From an optimization exercise on the open Yosys and OpenROAD flow, aimed at small area, a short achievable clock period and few clock cycles per item; shortcuts taken in it are not production practice.
Function was not checked in any run shown here: the RTL went through the layout flow alone.
Power and IR drop assume default switching activity.

`flow/design.v`:
```
package dmod_pkg;
  localparam int RAW_W = 16;
  localparam int VAL_W = 14;
  localparam int RC_W  = 3;
  localparam logic [VAL_W-1:0] NOT_READY = 14'd9999;
  localparam logic [RAW_W-1:0] FAULT_ZERO  = 16'd0;
  localparam logic [RAW_W-1:0] FAULT_LOW   = 16'd20;
  localparam logic [RAW_W-1:0] FAULT_HIGH  = 16'd8190;
  localparam logic [RAW_W-1:0] FAULT_RANGE = 16'd9999;
  localparam logic [VAL_W-1:0] ACCEPT_MIN_RST  = 14'd30;
  localparam logic [VAL_W-1:0] ACCEPT_MAX_RST  = 14'd2000;
  localparam logic [VAL_W-1:0] STOP_DIST_RST   = 14'd200;
  localparam logic [RC_W-1:0]  READY_COUNT_RST = 3'd3;
  typedef enum logic [1:0] {
    CFG_ACCEPT_MIN  = 2'd0,
    CFG_ACCEPT_MAX  = 2'd1,
    CFG_STOP_DIST   = 2'd2,
    CFG_READY_COUNT = 2'd3
  } cfg_idx_t;
  typedef struct packed {
    logic [RAW_W-1:0] left_raw;
    logic [RAW_W-1:0] right_raw;
  } dmod_in_t;
  typedef struct packed {
    logic [VAL_W-1:0] left_median;
    logic [VAL_W-1:0] right_median;
    logic             obstacle;
    logic             obstacle_changed;
  } dmod_out_t;
  typedef struct packed {
    logic [VAL_W-1:0] median;
    logic             ready;
  } side_res_t;
endpackage
import dmod_pkg::*;
module dmod_ring #(
  parameter int WINDOW = 7,
  localparam int CNT_W = $clog2(WINDOW + 1)
) (
  input  logic                                   clk,
  input  logic                                   rst_n,
  input  logic                                   push,
  input  logic [dmod_pkg::VAL_W-1:0]             x,
  output logic [WINDOW-1:0][dmod_pkg::VAL_W-1:0] ring,
  output logic [WINDOW-1:0][CNT_W-1:0]           rel,
  output logic [CNT_W-1:0]                       fill
);
  logic [WINDOW-1:0][VAL_W-1:0] val_r;
  logic [WINDOW-1:0][CNT_W-1:0] rel_r, rel_nxt;
  logic [CNT_W-1:0]             fill_r, fill_nxt;
  logic [WINDOW-2:0]            lt_x;
  logic [CNT_W-1:0]             below, mid_nxt;
  logic                         full, mid_up, drop;
  for (genvar g = 0; g < WINDOW - 1; g++) begin : g_cmp
    dmod_lt u_lt (.a(val_r[g]), .b(x), .lt(lt_x[g]));
  end
  always_comb begin
    full     = (fill_r == CNT_W'(WINDOW));
    fill_nxt = full ? fill_r : fill_r + 1'b1;
    mid_nxt  = fill_nxt >> 1;
    mid_up   = (fill_nxt >> 1) != (fill_r >> 1);
    below    = '0;
    for (int i = 0; i < WINDOW - 1; i++) begin
      below = below + CNT_W'((CNT_W'(i) < fill_r) && lt_x[i]);
    end
    rel_nxt[0] = below - mid_nxt;
    for (int i = 0; i < WINDOW - 1; i++) begin
      drop = full && ($signed(rel_r[WINDOW-1]) < $signed(rel_r[i]));
      rel_nxt[i+1] = rel_r[i] + CNT_W'(!lt_x[i]) - CNT_W'(drop) - CNT_W'(mid_up);
    end
  end
  always_ff @(posedge clk) begin
    if (!rst_n) begin
      fill_r <= '0;
    end else if (push) begin
      fill_r <= fill_nxt;
    end
  end
  always_ff @(posedge clk) begin
    if (push) begin
      val_r <= {val_r[WINDOW-2:0], x};
      rel_r <= rel_nxt;
    end
  end
  assign ring = val_r;
  assign rel  = rel_r;
  assign fill = fill_r;
endmodule
import dmod_pkg::*;
module dmod_select #(
  parameter int WINDOW = 7,
  localparam int CNT_W = $clog2(WINDOW + 1),
  localparam int CMP_W = (CNT_W > dmod_pkg::RC_W) ? CNT_W : dmod_pkg::RC_W
) (
  input  logic [WINDOW-1:0][dmod_pkg::VAL_W-1:0] ring,
  input  logic [WINDOW-1:0][CNT_W-1:0]           rel,
  input  logic [CNT_W-1:0]                       fill,
  input  logic [dmod_pkg::RC_W-1:0]              ready_count,
  output logic [dmod_pkg::VAL_W-1:0]             picked,
  output dmod_pkg::side_res_t                    res
);
  logic ready;
  always_comb begin
    picked = '0;
    for (int i = 0; i < WINDOW; i++) begin
      picked = picked | ({VAL_W{(CNT_W'(i) < fill) && (rel[i] == '0)}} & ring[i]);
    end
    ready = (fill != '0) && (CMP_W'(fill) >= CMP_W'(ready_count));
    res.ready  = ready;
    res.median = ready ? picked : NOT_READY;
  end
endmodule
module dmod_lt #(
  parameter int W = dmod_pkg::VAL_W,
  localparam int LEVELS = $clog2(W),
  localparam int N = 1 << LEVELS
) (
  input  logic [W-1:0] a,
  input  logic [W-1:0] b,
  output logic         lt
);
  logic [LEVELS:0][N-1:0] l, g;
  always_comb begin
    l = '0;
    g = '0;
    for (int i = 0; i < W; i++) begin
      l[0][i] = ~a[i] & b[i];
      g[0][i] = a[i] & ~b[i];
    end
    for (int k = 0; k < LEVELS; k++) begin
      for (int j = 0; j < (N >> (k + 1)); j++) begin
        l[k+1][j] = l[k][2*j+1] | (~g[k][2*j+1] & l[k][2*j]);
        g[k+1][j] = g[k][2*j+1] | (~l[k][2*j+1] & g[k][2*j]);
      end
    end
    lt = l[LEVELS][0];
  end
endmodule
import dmod_pkg::*;
module dual_median_obstacle_detector_unit #(
  parameter int WINDOW = 7
) (
  input  logic                               clk,
  input  logic                               rst_n,
  input  logic                               in_valid,
  output logic                               in_stall,
  input  logic [31:0]                        in_data,
  output logic                               out_valid,
  input  logic                               out_stall,
  output logic [29:0]                        out_data,
  input  logic                               cfg_we,
  input  logic [1:0]                         cfg_index,
  input  logic [dmod_pkg::VAL_W-1:0]         cfg_wdata
);
  dmod_pkg::dmod_in_t in_s;
  assign in_s = in_data;
  localparam int CNT_W = $clog2(WINDOW + 1);
  logic [VAL_W-1:0] accept_min_r, accept_max_r, stop_dist_r;
  logic [RC_W-1:0]  ready_count_r;
  always_ff @(posedge clk) begin
    if (!rst_n) begin
      accept_min_r  <= ACCEPT_MIN_RST;
      accept_max_r  <= ACCEPT_MAX_RST;
      stop_dist_r   <= STOP_DIST_RST;
      ready_count_r <= READY_COUNT_RST;
    end else if (cfg_we) begin
      unique case (cfg_index)
        CFG_ACCEPT_MIN:  accept_min_r  <= cfg_wdata;
        CFG_ACCEPT_MAX:  accept_max_r  <= cfg_wdata;
        CFG_STOP_DIST:   stop_dist_r   <= cfg_wdata;
        CFG_READY_COUNT: ready_count_r <= cfg_wdata[RC_W-1:0];
        default:         accept_min_r  <= accept_min_r;
      endcase
    end
  end
  logic             in_stall_r;
  logic             a_valid_r;
  logic [VAL_W-1:0] a_left_r, a_right_r;
  logic             a_left_ok_r, a_right_ok_r;
  logic             in_accept;
  logic             left_ok, right_ok;
  logic             left_below, left_above, right_below, right_above;
  dmod_lt u_left_below  (.a(in_s.left_raw[VAL_W-1:0]),  .b(accept_min_r), .lt(left_below));
  dmod_lt u_left_above  (.a(accept_max_r), .b(in_s.left_raw[VAL_W-1:0]),  .lt(left_above));
  dmod_lt u_right_below (.a(in_s.right_raw[VAL_W-1:0]), .b(accept_min_r), .lt(right_below));
  dmod_lt u_right_above (.a(accept_max_r), .b(in_s.right_raw[VAL_W-1:0]), .lt(right_above));
  always_comb begin
    left_ok  = (in_s.left_raw != FAULT_ZERO) && (in_s.left_raw != FAULT_LOW) &&
               (in_s.left_raw != FAULT_HIGH) && (in_s.left_raw != FAULT_RANGE) &&
               (in_s.left_raw[15:14] == 2'b00) && !left_below &&
               !left_above;
    right_ok = (in_s.right_raw != FAULT_ZERO) && (in_s.right_raw != FAULT_LOW) &&
               (in_s.right_raw != FAULT_HIGH) && (in_s.right_raw != FAULT_RANGE) &&
               (in_s.right_raw[15:14] == 2'b00) && !right_below &&
               !right_above;
  end
  logic             pend_r;       
  logic             skid_valid_r;
  logic             out_valid_r;
  logic             obstacle_r;   
  logic             go, apply, capture, head_free;
  logic             a_valid_nxt, pend_nxt, skid_valid_nxt, out_valid_nxt;
  assign in_accept = in_valid && !in_stall_r;
  assign go        = !pend_r || !skid_valid_r;
  assign apply     = a_valid_r && go;
  assign capture   = pend_r && !skid_valid_r;
  assign head_free = !out_valid_r || !out_stall;
  always_comb begin
    a_valid_nxt    = in_accept || (a_valid_r && !go);
    pend_nxt       = apply || (pend_r && skid_valid_r);
    skid_valid_nxt = (skid_valid_r || capture) && !head_free;
    out_valid_nxt  = head_free ? (skid_valid_r || capture) : out_valid_r;
  end
  always_ff @(posedge clk) begin
    if (!rst_n) begin
      in_stall_r   <= 1'b0;
      a_valid_r    <= 1'b0;
      pend_r       <= 1'b0;
      skid_valid_r <= 1'b0;
      out_valid_r  <= 1'b0;
    end else begin
      in_stall_r   <= a_valid_nxt && pend_nxt && skid_valid_nxt;
      a_valid_r    <= a_valid_nxt;
      pend_r       <= pend_nxt;
      skid_valid_r <= skid_valid_nxt;
      out_valid_r  <= out_valid_nxt;
    end
  end
  always_ff @(posedge clk) begin
    if (!in_stall_r) begin
      a_left_r     <= in_s.left_raw[VAL_W-1:0];
      a_right_r    <= in_s.right_raw[VAL_W-1:0];
      a_left_ok_r  <= left_ok;
      a_right_ok_r <= right_ok;
    end
  end
  logic [WINDOW-1:0][VAL_W-1:0] left_ring, right_ring;
  logic [WINDOW-1:0][CNT_W-1:0] left_rel, right_rel;
  logic [CNT_W-1:0]             left_fill, right_fill;
  logic [VAL_W-1:0]             left_picked, right_picked;
  dmod_pkg::side_res_t          left_res, right_res;
  dmod_ring #(.WINDOW(WINDOW)) u_left_ring (
    .clk   (clk),
    .rst_n (rst_n),
    .push  (apply && a_left_ok_r),
    .x     (a_left_r),
    .ring  (left_ring),
    .rel   (left_rel),
    .fill  (left_fill)
  );
  dmod_ring #(.WINDOW(WINDOW)) u_right_ring (
    .clk   (clk),
    .rst_n (rst_n),
    .push  (apply && a_right_ok_r),
    .x     (a_right_r),
    .ring  (right_ring),
    .rel   (right_rel),
    .fill  (right_fill)
  );
  dmod_select #(.WINDOW(WINDOW)) u_left_sel (
    .ring        (left_ring),
    .rel         (left_rel),
    .fill        (left_fill),
    .ready_count (ready_count_r),
    .picked      (left_picked),
    .res         (left_res)
  );
  dmod_select #(.WINDOW(WINDOW)) u_right_sel (
    .ring        (right_ring),
    .rel         (right_rel),
    .fill        (right_fill),
    .ready_count (ready_count_r),
    .picked      (right_picked),
    .res         (right_res)
  );
  logic                obstacle_nxt;
  logic                left_near, right_near;
  dmod_lt u_left_near  (.a(left_picked),  .b(stop_dist_r), .lt(left_near));
  dmod_lt u_right_near (.a(right_picked), .b(stop_dist_r), .lt(right_near));
  dmod_pkg::dmod_out_t res_nxt, skid_r, out_data_r;
  always_comb begin
    obstacle_nxt = (left_res.ready && left_near) ||
                   (right_res.ready && right_near);
    res_nxt.left_median      = left_res.median;
    res_nxt.right_median     = right_res.median;
    res_nxt.obstacle         = obstacle_nxt;
    res_nxt.obstacle_changed = obstacle_nxt ^ obstacle_r;
  end
  always_ff @(posedge clk) begin
    if (!rst_n) begin
      obstacle_r <= 1'b0;
    end else if (capture) begin
      obstacle_r <= obstacle_nxt;
    end
  end
  always_ff @(posedge clk) begin
    if (!skid_valid_r) begin
      skid_r <= res_nxt;
    end
  end
  always_ff @(posedge clk) begin
    if (head_free) begin
      out_data_r <= skid_valid_r ? skid_r : res_nxt;
    end
  end
  assign in_stall  = in_stall_r;
  assign out_valid = out_valid_r;
  assign out_data  = out_data_r;
endmodule
```
`flow/run.sh`:
```
#!/bin/bash
# synth_recipe.tcl (not shown) runs the flow's synth.tcl, then flattens the netlist and writes it again
# the make line also repeats each setting of config.mk as NAME=value (left out here)
make -C /OpenROAD-flow-scripts/flow DESIGN_CONFIG=/design/flow/config.mk WORK_HOME=/design/flow/orfs CLKGATE_MAP_FILE= SYNTH_SCRIPT=/design/flow/synth_recipe.tcl finish
```
`flow/config.mk`:
```
export PLATFORM = sky130hd
export DESIGN_NAME = dual_median_obstacle_detector_unit
export DESIGN_NICKNAME = dual_median_obstacle_detector_unit
export VERILOG_FILES = /design/flow/design.v
export SDC_FILE = /design/flow/constraint.sdc
export NUM_CORES = 4
export LEC_CHECK = 0
export CAP_MARGIN = 20
export CORE_MARGIN = 2
export CORE_UTILIZATION = 40
export SLEW_MARGIN = 20
export SYNTH_HIERARCHICAL = 1
```
`flow/constraint.sdc`:
```
create_clock -name core_clock -period 8.0 [get_ports {clk}]
set_input_delay 1.6000 -clock core_clock [delete_from_list [all_inputs] [get_ports {clk}]]
set_output_delay 1.6000 -clock core_clock [all_outputs]
set_load 0.01 [all_outputs]
```
==> results of run 1 <==
## modules after synthesis, one instance, submodules excluded, excerpt
module | times used | cells | flip-flops and latches
dmod_lt | 18 | 44 | 0
dual_median_obstacle_detector_unit | 1 | 381 | 141
## cell usage after synthesis, types with 18 or more instances
cell / instances
nor2_1: 51
a222oi_1: 28
inv_1: 258
nand2_1: 131
fa_1: 20
o21ai_0: 21
mux2_2: 31
o22ai_1: 19
a211oi_1: 36
a22oi_1: 50
nand3_1: 41
edfxtp_1: 298
nor2b_1: 122
nand2b_1: 48
a21boi_0: 47
a21oi_1: 51
o211ai_1: 28
xnor2_1: 27
maj3_2: 90
dfxtp_1: 87
maj3_1: 54
o41ai_1: 36
ha_1: 72
nor2b_4: 18
o21ai_1: 36
o221ai_1: 18
## registers in the layout, indices dropped and copies added, names as in the netlist, 3 cells and up
name                 cells
a_right_r               14
accept_max_r            14
u_right_ring.fill_r      3
out_data_r              30
u_left_ring.val_r       98
a_left_r                14
u_right_ring.rel_r      21
skid_r                  30
u_left_ring.fill_r       3
u_right_ring.val_r      98
accept_min_r            14
u_left_ring.rel_r       21
stop_dist_r             14
ready_count_r            3
## per-stage QoR
stage          cell area (um^2)  power, mW   util  setup WS [ps]  hold WS [ps]
6_report                  24600       4.50  0.465           3480           468
5_1_grt                   24600       4.64  0.465           3280           486
4_1_cts                   24600       4.54  0.465           3490           472
3_5_place_dp              23100       2.51  0.437           3540           458
3_3_place_gp              23100       2.50  0.437           3550           448
2_1_floorplan             21500       2.40      -           3600           431
## cell families after synthesis
family,Yosys count,synth area share
AND/OR/NAND/NOR,503,0.138
multiplexers,37,0.0190
flip-flops,385,0.497
adder cells (fa/ha/maj),236,0.133
XOR/XNOR,33,0.0134
buffers and inverters,298,0.0580
AO/OA/AOI/OAI,407,0.141
## routing by layer
layer  vias to the layer above  part of all wire
li1                       7138                 -
met2                       553              0.44
met4                         0             0.019
met3                        75             0.075
met5                         -                 0
met1                      7477              0.47
## report_power, final
group / leakage (nW) / switching [mW] / internal (mW)
combinational: 5.05 / 0.141 / 0.120
sequential: 3.47 / 0.0473 / 2.16
clock: 0.724 / 0.832 / 1.20
total: 9.24 / 1.02 / 3.48
## layout make-up
| class | count | area share |
|---|---|---|
| Inverter | 258 | 0.0394 |
| Tap cell | 688 | 0.0351 |
| Clock buffer | 67 | 0.0563 |
| Clock inverter | 14 | 0.00377 |
| Timing Repair Buffer | 103 | 0.0398 |
| Sequential cell | 385 | 0.435 |
| Multi-Input combinational cell | 1216 | 0.390 |
## worst max-delay path by stage
| stage | start | endpoint |
|---|---|---|
| final | a_left_r[6] | u_left_ring.rel_r[2] |
| after detailed placement | a_left_r[6] | u_left_ring.rel_r[2] |
| after CTS | a_left_r[6] | u_left_ring.rel_r[2] |
| after floorplan | skid_valid_r | u_left_ring.fill_r[1] |
| after global routing | a_left_r[6] | u_left_ring.rel_r[2] |
| after global placement | a_left_r[6] | u_left_ring.rel_r[2] |
## worst max-delay path, stage by stage (launching register included)
cell and delay (ps):
edfxtp_1 810, nor2b_4 90, maj3_1 370, a211oi_1 220, a211oi_1 160, o211ai_1 340, nand2_1 120, ha_1 320
fa_1 540, inv_1 60, fa_1 480, ha_1 220, fa_1 370, xor2_1 170
==> impl_metrics.yaml, run 1 <==
outcome:
  outcome: "no timing/DRC/antenna violations"
timing:
  slew_violations: 0
  rsz0062_at_grt: "no"
  fmax_ghz: 0.221
  setup_tns_ps: 0
  slew_headroom: 0.256
  finClkSkew_ps: 20.9
  worst_slew_pin_slew_ps: 1120
  post-route-period-util: 0.565
  hold_viol: 0
  fin_crit_ps: 4520
  finalSetupViolCount: 0
synth:
  synth_ff_type: "edfxtp_1"
  ys_ff_latch: 385
  yosysSeqAreaShare: 0.497
  synth_edf_count: 298
  yosysUniqueCellTypes: 70
  syn_area_per_cell_um2: 11.3
  synth.cell_area_um2: 21500
  synth.largest_area_cell: "edfxtp_1"
  synth_top_area_share: 0.416
  yosysWarnings: 10
  synthArstFlopShare: 0
  synth_area_leaders: "edfxtp_1 (42%), dfxtp_1 (8.1%), maj3_2 (4.7%)"
  synth_fp_nets: 2044
  syn_inst: 1899
placement:
  hpwl_um: 41300
  gp_congestion: 0.879
  placed_cells: 2650
  portBuffers: 84
critical_path:
  critical_path_arrival_ps: 4840
  cp_max_fo: 13
  worstReg2RegEnd: "u_left_ring.rel_r[2]"
  cp-start-kind: "flop"
  reg2reg_depth: 13
  timing.rr.start: "a_left_r[6]"
  required_ps: 8310
  end_kind: "flop"
  reg2reg_slack_ps: 3480
  critical_path_class: "reg -> reg"
pwr:
  ir_worst_vdd_mv: 0.119
  power.density_nw_per_um2: 183
  power.leakage_nw: 9.24
global_routing:
  grt-busiest-layer: "met2"
  grt_pass1_vias: 14800
  antenna_found_initial: 0
  grt_start_max_net_pins: 83
  grtUsageMet2: 0.306
  overflow: 0
  met1_usage: 0.293
  grt_pass1_wl_um: 86600
  use_met3: 0.0360
  track_usage: 0.201
cells_and_area:
  multiInputGateArea_um2: 9580
  layout_common_cells: "edfxtp_1 (298), inv_1 (257), nand2_1 (130)"
  syn2layout_area_growth_pct: 14.2
  nNetsFinal: 2153
  diodes: 0
  layout_commonest_cell: "edfxtp_1"
  fill_cells: 4823
  layout-drive-gt1-share: 0.141
  layoutNonFillerInstCount: 2731
  final-seq-area_um2: 10700
floorplanning:
  core_area_um2: 52900
  rows: 84
  io_pins: 85
  die_w_um: 236
  start_util: 0.407
  die_h_um: 236
  die_area_um2: 55600
route:
  antenna_left: 0
  via_per_inst: 5.58
  drc: 0
  dr.pass1.iters: 6
  drt_iter0_drc: 1525
  routed_wl_um: 56700
  wl_per_cell_um: 20.8
  vias: 15200
clock_tree:
  cts.sinks: 385
  ctsLongestPathBuffers: 3
  cts.htree.levels: 2
  clk_pin_slew_worst_paths_ps: 60
  cts_post_setup_buffers_inserted: 0
  cts-root-buf: "clkbuf_16"
  cts_hold_buf: 0
  cts_buffers: 44
  clock_latency_ps: 580
  post_cts_resized: 0
  cts_tree: "done"
flow_run:
  drv_cap: 0
min_path:
  hold_class: "reg -> reg"
  holdCritStartpoint: "skid_r[17]"
  holdPathEnd: "skid_r[17]"
  hold-path-cell-count: 1
==> run 2, diff against run 1 <==
--- a/flow/config.mk
+++ b/flow/config.mk
@@ -9,4 +9,5 @@
 export CORE_MARGIN = 2
 export CORE_UTILIZATION = 40
+export SETUP_SLACK_MARGIN = 4.5
 export SLEW_MARGIN = 20
 export SYNTH_HIERARCHICAL = 1
==> run 2 against run 1 <==
Still clean on timing, DRC and antenna; synthesized cell count unchanged; first-iteration DRC count is 4.1% lower; hold slack better by 5.1 ps; clock skew rose by 4.3 ps; maximum frequency increased by 14%; flip-flop and latch count is the same; via count up 2.4%; combinational power grew about 20%; global-route usage is 0.64 points higher.
==> impl_metrics.yaml, run 2 <==
synth:
  synth_ff_type: "edfxtp_1"
  synth_top_area_share: 0.416
  ys_ff_latch: 385
  synth_fp_nets: 2044
  synthArstFlopShare: 0
  yosysMostFrequentCell: "edfxtp_1"
  syn_inst: 1899
  synth.largest_area_cell: "edfxtp_1"
  synth_edf_count: 298
  synth_common_cells: "edfxtp_1 (298), inv_1 (258), nand2_1 (131)"
  yosysWarnings: 10
  yosysUniqueCellTypes: 70
  synth.cell_area_um2: 21500
  syn_area_per_cell_um2: 11.3
  synth_area_leaders: "edfxtp_1 (42%), dfxtp_1 (8.1%), maj3_2 (4.7%)"
  yosysSeqAreaShare: 0.497
timing:
  finalSetupViolCount: 0
  hold_viol: 0
  hold_ws_ps: 474
  fin_crit_ps: 3950
  slew_headroom: 0.297
  slew_violations: 0
  finClkSkew_ps: 25.2
  worst_slew_pin_slew_ps: 1060
  post-route-period-util: 0.494
  fmax_ghz: 0.253
  finalWorstSetupSlack_ps: 4050
  setup_tns_ps: 0
  rsz0062_at_grt: "yes"
critical_path:
  crit_path_start: "u_right_ring.val_r[32]"
  crit_chain: "nor2b_4, maj3_2, a211oi_2, a211oi_2, o211ai_1, nand2_1, ha_4, fa_1, inv_1, fa_1, ha_2, fa_2, xor2_1"
  critical_path_arrival_ps: 4290
  timing.rr.start: "u_right_ring.val_r[32]"
  crit_buf_inv: 1
  critical_path.slowest_cell: "fa_1"
  end_kind: "flop"
  required_ps: 8330
  critical_path_class: "reg -> reg"
  cp_max_fo: 3
  crit_family: "adder cells"
  cp_slowest_stage_delay_ps: 510
  cp-start-kind: "flop"
pwr:
  power_frac_seq: 0.483
  p_switching_mw: 1.05
  combPwrFrac: 0.069
  power.leakage_nw: 9.84
  clkPwrFrac: 0.449
  sw_frac_of_total: 0.231
  ir_worst_vdd_mv: 0.133
  power.density_nw_per_um2: 178
  p_int_mw: 3.50
clock_tree:
  clk_pin_slew_worst_paths_ps: 60
  cts-root-buf: "clkbuf_16"
  clock_latency_ps: 590
  cts_tree: "done"
  cts.sinks: 385
  cts_buffers: 43
  cts_hold_buf: 0
  ctsLongestPathBuffers: 3
  cts.htree.levels: 2
route:
  vias: 15600
  wl_per_cell_um: 20.8
  drt_iter0_drc: 1463
  dr.pass1.iters: 6
  routed_wl_um: 58400
  via_per_inst: 5.58
  drc: 0
  antenna_left: 0
floorplanning:
  io_pins: 85
  start_util: 0.407
  rows: 84
  die_w_um: 236
  core_area_um2: 52900
  die_area_um2: 55600
  die_h_um: 236
global_routing:
  overflow: 0
  grt_pass1_vias: 15500
  track_usage: 0.207
  grt_start_max_net_pins: 86
  grt_pass1_wl_um: 89800
  antenna_found_initial: 2
placement:
  dpl-instance-area_um2: 23100
  hpwl_um: 41100
  dp_worst_setup_slack_ps: 3710
  gp_congestion: 0.857
  portBuffers: 84
cells_and_area:
  syn2layout_area_growth_pct: 19.0
  layout_common_cells: "edfxtp_1 (298), inv_1 (255), nand2_1 (130)"
  layout_commonest_cell: "edfxtp_1"
  layout-drive-gt1-share: 0.209
  final_core_util: 0.484
  reg_top3: "u_left_ring.val_r x98, u_right_ring.val_r x98"
  diodes: 0
  fin_area_um2: 25600
  nNetsFinal: 2222
outcome:
  outcome: "no timing/DRC/antenna violations"
min_path:
  hold_class: "reg -> reg"
  holdCritStartpoint: "skid_r[29]"
flow_run:
  drv_cap: 0
run 2: cell counts after synthesis:
No cell type changed its count.
run 2: repair_timing:
| action | in CTS | in global routing |
|---|---|---|
| gates resized for setup | 28 | 79 |
| setup buffers | 54 | 18 |
| endpoints found under the setup margin | 16 | 20 |
| pin swaps | 9 | 35 |
run 2: path summary, 6_finish.rpt:
check,to,slack [ps],cells after the start
max,u_right_ring.rel_r[2],4050,13
min,skid_r[29],470,1
max reg2reg,u_right_ring.rel_r[2],4050,13
min reg2reg,skid_r[29],470,1
run 2: kinds of logic (layout without fill, tap and decap cells):
logic type,Yosys count,in the layout,synth area share
simple gates,503,503,0.138
compound gates,407,407,0.141
flops,385,385,0.497
buf+inv,298,511,0.0580
fa+ha+maj,236,236,0.133
mux,37,37,0.0190
xor+xnor,33,33,0.0134
run 2: area by class of cell:
| cell class | count | area [um^2] |
|---|---|---|
| flip-flops and latches | 385 | 10700 |
| inverters | 258 | 972 |
| multi-input cells | 1216 | 9990 |
| well taps | 688 | 861 |
| repair buffers | 173 | 1600 |
| fillers | 4690 | 27300 |
| clock buffers | 61 | 1320 |
| clock inverters | 19 | 158 |
run 2: power groups by stage:
stage | sequential (mW) | clock [mW] | combinational (mW)
floorplan | 2.24 | 0 | 0.161
global placement | 2.25 | 0 | 0.247
detailed placement | 2.25 | 0 | 0.255
CTS | 2.20 | 2.09 | 0.293
global route | 2.20 | 2.16 | 0.344
finish | 2.20 | 2.04 | 0.313
run 2: routing by layer:
metal  global-route usage  vias to the layer above  wire (um)
met1                0.293                     7670      26500
met2                0.325                      544      26500
met4               0.0668                        0       1630
met3               0.0344                       99       3700
li1                     -                     7297          -
met5                    0                        -          0
run 2: through the flow:
step	std cells	total power, mW
final	2800	4.56
after global routing	2800	4.70
after CTS	2782	4.58
after detailed placement	2648	2.51
after global placement	2648	2.50
after floorplan	1899	2.40
run 2: Yosys stat by module (local to each module, per instance), excerpt:
module / flip-flops and latches / area [um^2] / cells inside
dmod_lt: 0 / 290 / 44
dual_median_obstacle_detector_unit: 141 / 4850 / 381

-- static timing again, ports no longer ideal --
Ports are ideal in the flow. The routed layouts listed here were re-timed in OpenROAD. Step 1 assumes that a clkbuf_16 drives the clock port and a buf_2 every other input. Step 2 also shifts input and output timing later by t, the mid clock arrival at the registers, as if the neighbouring blocks saw the same clock. a / b / c = ideal ports / drivers / drivers and shift; a / b = the first two.
| run | shift t [ns] | setup slack, ns | latest minus earliest clock arrival (ns) | worst slew at a driven data input, ns | pins driven straight from the clock port |
|---|---|---|---|---|---|
| run 1 | 0.628 | 3.476 / 3.476 / 3.476 | 0.022 / 0.022 | 0.09 | 1 |
| run 2 | 0.631 | 4.048 / 4.048 / 4.048 | 0.027 / 0.027 | 0.10 | 1 |
After both steps every run listed still meets setup and hold.
